Source: an optimization exercise on an open RTL-to-GDS flow (aim: small area, a short achievable clock period and few clock cycles per item). Production flows keep margins and buffers that such runs may drop.
RTL that was checked went through simulation tests only; none was proved equivalent to the original.
No activity file was given, so power comes from the tool's default toggle rates.

## pixel_window
module pixel_window (
    input  logic                      clk,
    input  logic                      rst_n,
    input  logic                      in_valid,
    output logic                      in_ready,
    input  pixel_pkg::pixel_t         in_pixel,
    output logic                      out_valid,
    input  logic                      out_ready,
    output pixel_pkg::pixel_t [15:0]  out_window,
    output logic                      frame_done
);
    localparam int W     = 16;
    localparam int H     = 8;
    localparam int PB    = 24;
    localparam int NPIX  = W * H;
    localparam int NELEM = W * (H + 2);
    localparam int CLEN  = 3 * W + 4;
    localparam int CW    = $clog2(W);
    localparam int SW    = $clog2(NELEM + 1);
    typedef logic [PB-1:0] pixel_t;
    pixel_t          chain [0:CLEN-1];
    pixel_t          skid;
    logic            skid_v;      
    logic            virt;        
    logic            pend;        
    logic            top_row;     
    logic            win_flag;    
    logic            last;        
    logic [SW-1:0]   elem;        
    logic [SW-1:0]   elem_inc;
    logic            acc;
    logic            in_block;    
    logic            shift;
    logic            skid_v_next;
    logic            virt_next;
    pixel_t          new_elem;
    assign in_ready = !in_block;
    assign acc      = in_valid && !in_block;
    assign shift    = (pend || acc) && (!out_valid || out_ready);
    assign new_elem = virt ? chain[W-1] : (skid_v ? skid : in_pixel);
    assign skid_v_next  = skid_v ? !shift : (acc && !shift);
    assign elem_inc     = elem + SW'(1);
    assign virt_next    = shift ? (elem_inc >= SW'(NPIX)) : virt;
    always_ff @(posedge clk or negedge rst_n) begin
        if (!rst_n) begin
            in_block   <= 1'b0;
            skid_v     <= 1'b0;
            virt       <= 1'b0;
            pend       <= 1'b0;
            top_row    <= 1'b1;
            win_flag   <= 1'b0;
            last       <= 1'b0;
            elem       <= '0;
            out_valid  <= 1'b0;
            frame_done <= 1'b0;
        end else begin
            skid_v    <= skid_v_next;
            in_block  <= skid_v_next || virt_next;
            if (shift) begin
                elem     <= elem_inc;
  ...
Size in the first run: roughly 1,500 cells after synthesis, about 1,300 flip-flops, roughly 420 I/O pins, roughly 40,000 um2 of cells after synthesis.
Settings: LEC_CHECK=0, CAP_MARGIN=20, CORE_MARGIN=2, CORE_UTILIZATION=65, CTS_CLUSTER_DIAMETER=60, CTS_CLUSTER_SIZE=30, PLACE_DENSITY=0.75, SETUP_SLACK_MARGIN=2.8, SLEW_MARGIN=20, TNS_END_PERCENT=5; clock period 5.0 ns.
standard.sh (not shown) runs the stock make flow with config.mk's settings and CLKGATE_MAP_FILE= SYNTH_SCRIPT=/design/flow/synth_recipe.tcl, a recipe that flattens the netlist after the stock synthesis.
==> flow/flow/run.sh <==
#!/bin/bash
# The standard layout, with plain buffers on the ports instead of the delay cells that
# buffer_ports would otherwise pick.
set -euo pipefail
export BUFFER_PORTS_ARGS="-buffer_cell sky130_fd_sc_hd__buf_1"
bash standard.sh > standard.log 2>&1
Testbench counts at the start, summed over its fixed seeds: cycles 5,152, windows 3,328.
Then changed:
Settings changed: CTS_CLUSTER_DIAMETER 60 to 120.
- The new run passed the timing, design-rule and antenna checks
- worst setup slack is better by 13 ps
- sequential cell count stays the same
- sequential power stays flat
- cell area drops slightly
- power came out lower by a few percent
- fmax rises slightly
- clock skew is about the same
- synthesized area stays the same
- via count is lower slightly
Then changed:
--- a/flow/flow/run.sh
+++ b/flow/flow/run.sh
@@ -4,3 +4,3 @@
 set -euo pipefail
-export BUFFER_PORTS_ARGS="-buffer_cell sky130_fd_sc_hd__buf_1"
+export BUFFER_PORTS_ARGS="-buffer_cell sky130_fd_sc_hd__buf_2"
 bash standard.sh > standard.log 2>&1
Settings changed: CORE_UTILIZATION 65 to 75, CTS_CLUSTER_DIAMETER 120 to 60, PLACE_DENSITY 0.75 to 0.85.
Outcome:
- Now the flow died in clock tree synthesis on DPL-0033
- area after synthesis stays the same
- synthesized cell count is unchanged
Then changed:
--- a/flow/flow/run.sh
+++ b/flow/flow/run.sh
@@ -4,3 +4,3 @@
 set -euo pipefail
-export BUFFER_PORTS_ARGS="-buffer_cell sky130_fd_sc_hd__buf_2"
+export BUFFER_PORTS_ARGS="-buffer_cell sky130_fd_sc_hd__buf_1"
 bash standard.sh > standard.log 2>&1
Settings changed: CORE_ASPECT_RATIO set to 0.5, CORE_UTILIZATION 75 to 65, CTS_CLUSTER_DIAMETER 60 to 120, PLACE_DENSITY 0.85 to 0.75.
After rerunning: This time the run finished with timing, DRC and antenna clean; area after synthesis stays the same; synthesized cell count does not change.

pixel_window, a different RTL version from the one above (not shown whole).
Size: ~1500 cells after synthesis, ~40000 um^2 of cells after synthesis.
Settings: LEC_CHECK=0, CAP_MARGIN=20, CORE_MARGIN=2, CORE_UTILIZATION=40, SETUP_SLACK_MARGIN=2.5, SLEW_MARGIN=20; clock period 5.0 ns.
run.sh (not shown) runs the stock make flow with config.mk's settings and CLKGATE_MAP_FILE= SYNTH_SCRIPT=/design/flow/synth_recipe.tcl, a recipe that flattens the netlist after the stock synthesis.
Stock flow here: none of the scripts above is used.
Then changed:
==> flow/flow/run.sh (new file) <==
#!/bin/bash
# The standard layout, with plain buffers on the ports instead of the delay cells that
# buffer_ports would otherwise pick.
set -euo pipefail
export BUFFER_PORTS_ARGS="-buffer_cell sky130_fd_sc_hd__buf_2"
bash standard.sh > standard.log 2>&1
==> flow/standard.sh (new file) <==
#!/bin/bash
# synth_recipe.tcl (not shown) runs the flow's synth.tcl, then flattens the netlist and writes it again
# the make line also repeats each setting of config.mk as NAME=value (left out here)
make -C /OpenROAD-flow-scripts/flow DESIGN_CONFIG=/design/flow/config.mk WORK_HOME=/design/flow/orfs CLKGATE_MAP_FILE= SYNTH_SCRIPT=/design/flow/synth_recipe.tcl "${@:-finish}"
removed: flow/run.sh
Worst hold slack got worse by 0.029 ns. Sequential cell count is unchanged. Cell count decreases by about 1.4%. Count of clock-buffer cells in the layout went down by 3. Wire length decreases by 4.0%. Worst setup slack improved by 0.048 ns.
No functional check of the RTL was part of any run of this note.

== v37 ==
Starting RTL as in the previous note.
==> flow/design.v (excerpt) <==
module pixel_window (
    input  logic                      clk,
    input  logic                      rst_n,
    input  logic                      in_valid,
    output logic                      in_ready,
    input  pixel_pkg::pixel_t         in_pixel,
    output logic                      out_valid,
    input  logic                      out_ready,
    output pixel_pkg::pixel_t [15:0]  out_window,
    output logic                      frame_done
);
clock: 5.0 ns
lec_check: 0
cap_margin: 20
core_margin: 2
core_utilization: 65
place_density: 0.75
setup_slack_margin: 2.5
slew_margin: 20
standard.sh (not shown) runs the stock make flow with config.mk's settings and CLKGATE_MAP_FILE= SYNTH_SCRIPT=/design/flow/synth_recipe.tcl, a recipe that flattens the netlist after the stock synthesis.
==> flow/flow/run.sh <==
#!/bin/bash
# The standard layout, with plain buffers on the ports instead of the delay cells that
# buffer_ports would otherwise pick.
set -euo pipefail
export BUFFER_PORTS_ARGS="-buffer_cell sky130_fd_sc_hd__buf_2"
bash standard.sh > standard.log 2>&1
v37 | stages: all done | timing, DRC, antenna: all pass
> inputs changed (v37 -> v35)
Settings: CTS_CLUSTER_DIAMETER now 60, previously not set; CTS_CLUSTER_SIZE now 30, previously not set.
Results
Achievable clock frequency, v35 and v37: larger value in v37
Sort v35 and v37 by layout overhead on the synthesized area desc -> top: v37
Taking v37 as the reference, in v35 multi-input combinational area share roughly the same, design area lower.
The period utilization reported for v35 is greater than that of v37 by 0.19 points.
The internal portion of total power in v35 sits about 10% below the value recorded for v37.
Sort v35 and v37 by filler cell count desc -> top: v35
Diff v37 -> v35: total vias in the final route saw a decrease; overall power of the completed layout saw a decrease; count of clock-buffer cells in the layout saw a decrease; total routed wirelength saw a decrease.
No functional check of the RTL was part of any run of this note.

pixel_window, a different RTL version from the one above (not shown whole).
Size: ~1500 cells after synthesis, ~420 I/O pins, ~0.040 mm^2 of cells after synthesis.
export LEC_CHECK = 0
export CAP_MARGIN = 20
export CORE_MARGIN = 2
export CORE_UTILIZATION = 65
export CTS_CLUSTER_DIAMETER = 60
export CTS_CLUSTER_SIZE = 30
export PLACE_DENSITY = 0.75
export SETUP_SLACK_MARGIN = 3.0
export SLEW_MARGIN = 20
export TNS_END_PERCENT = 5
create_clock -name core_clock -period 5.0 [get_ports {clk}]
Scripts as last shown in full above: flow/flow/run.sh
Testbench counts at the start, summed over its fixed seeds: cycles 5,152, windows 3,328.
Rerun with:
SETUP_SLACK_MARGIN = 2.5   (was 3.0)
TNS_END_PERCENT = default   (was 5)
The new run finished clean. Die area stays the same. Routed wire length drops slightly. Core utilization drops by 0.37 points. Design area drops slightly. Maximum frequency drops by a little under a tenth. Worst setup slack loses 0.18 ns. Flip-flop and latch count does not change. Non-clock buffer count drops by 19. Worst hold slack loses 0.0059 ns. Global-route usage drops by 0.13 points. Via count drops slightly.

## separate check: timing with driven ports
The results above use ideal ports. As a check the final layouts listed here were re-extracted and re-timed, cells and wires unchanged.
Step 1 assumes that a clkbuf_16 drives the clock port and a buf_2 every other input.
Step 2 moves the port delays by t, midway between the first and last clock arrival at a register: inputs arrive t later, outputs are due t later. That takes back most of the time a late clock gives input paths.
Slacks: no drivers / after step 1 / after step 2; pairs: no drivers / after step 1.
| run | t, ns | setup WS [ns] | clock arrival spread, ns | slew at the worst register clock pin (ns) | worst data-port slew with drivers (ns) |
|---|---|---|---|---|---|
| the first run of note 1 | 0.692 | 2.713 / 2.650 / 2.140 | 0.027 / 0.027 | 0.11 / 0.11 | 0.05 |
| the second run of note 1 | 0.659 | 2.726 / 2.668 / 2.123 | 0.029 / 0.030 | 0.11 / 0.11 | 0.05 |
| the fourth run of note 1 | 0.659 | 2.714 / 2.653 / 2.109 | 0.028 / 0.028 | 0.11 / 0.11 | 0.10 |
| the first run of note 2 | 0.759 | 2.537 / 2.508 / 1.800 | 0.033 / 0.032 | 0.06 / 0.06 | 0.06 |
| the second run of note 2 | 0.777 | 2.585 / 2.521 / 2.061 | 0.034 / 0.034 | 0.06 / 0.06 | 0.10 |
| v37 | 0.705 | 2.586 / 2.529 / 1.968 | 0.023 / 0.024 | 0.07 / 0.07 | 0.06 |
| v35 | 0.681 | 2.577 / 2.518 / 2.003 | 0.035 / 0.035 | 0.11 / 0.11 | 0.06 |
| the first run of note 4 | 0.689 | 2.711 / 2.653 / 2.078 | 0.036 / 0.035 | 0.11 / 0.11 | 0.07 |
| the second run of note 4 | 0.692 | 2.533 / 2.538 / 1.846 | 0.034 / 0.034 | 0.11 / 0.11 | 0.07 |
After both steps setup and hold are still met in every run listed. For the first run of note 2, which loses most, drivers alone change the setup slack by -0.029 ns; drivers and shift together by -0.737 ns.
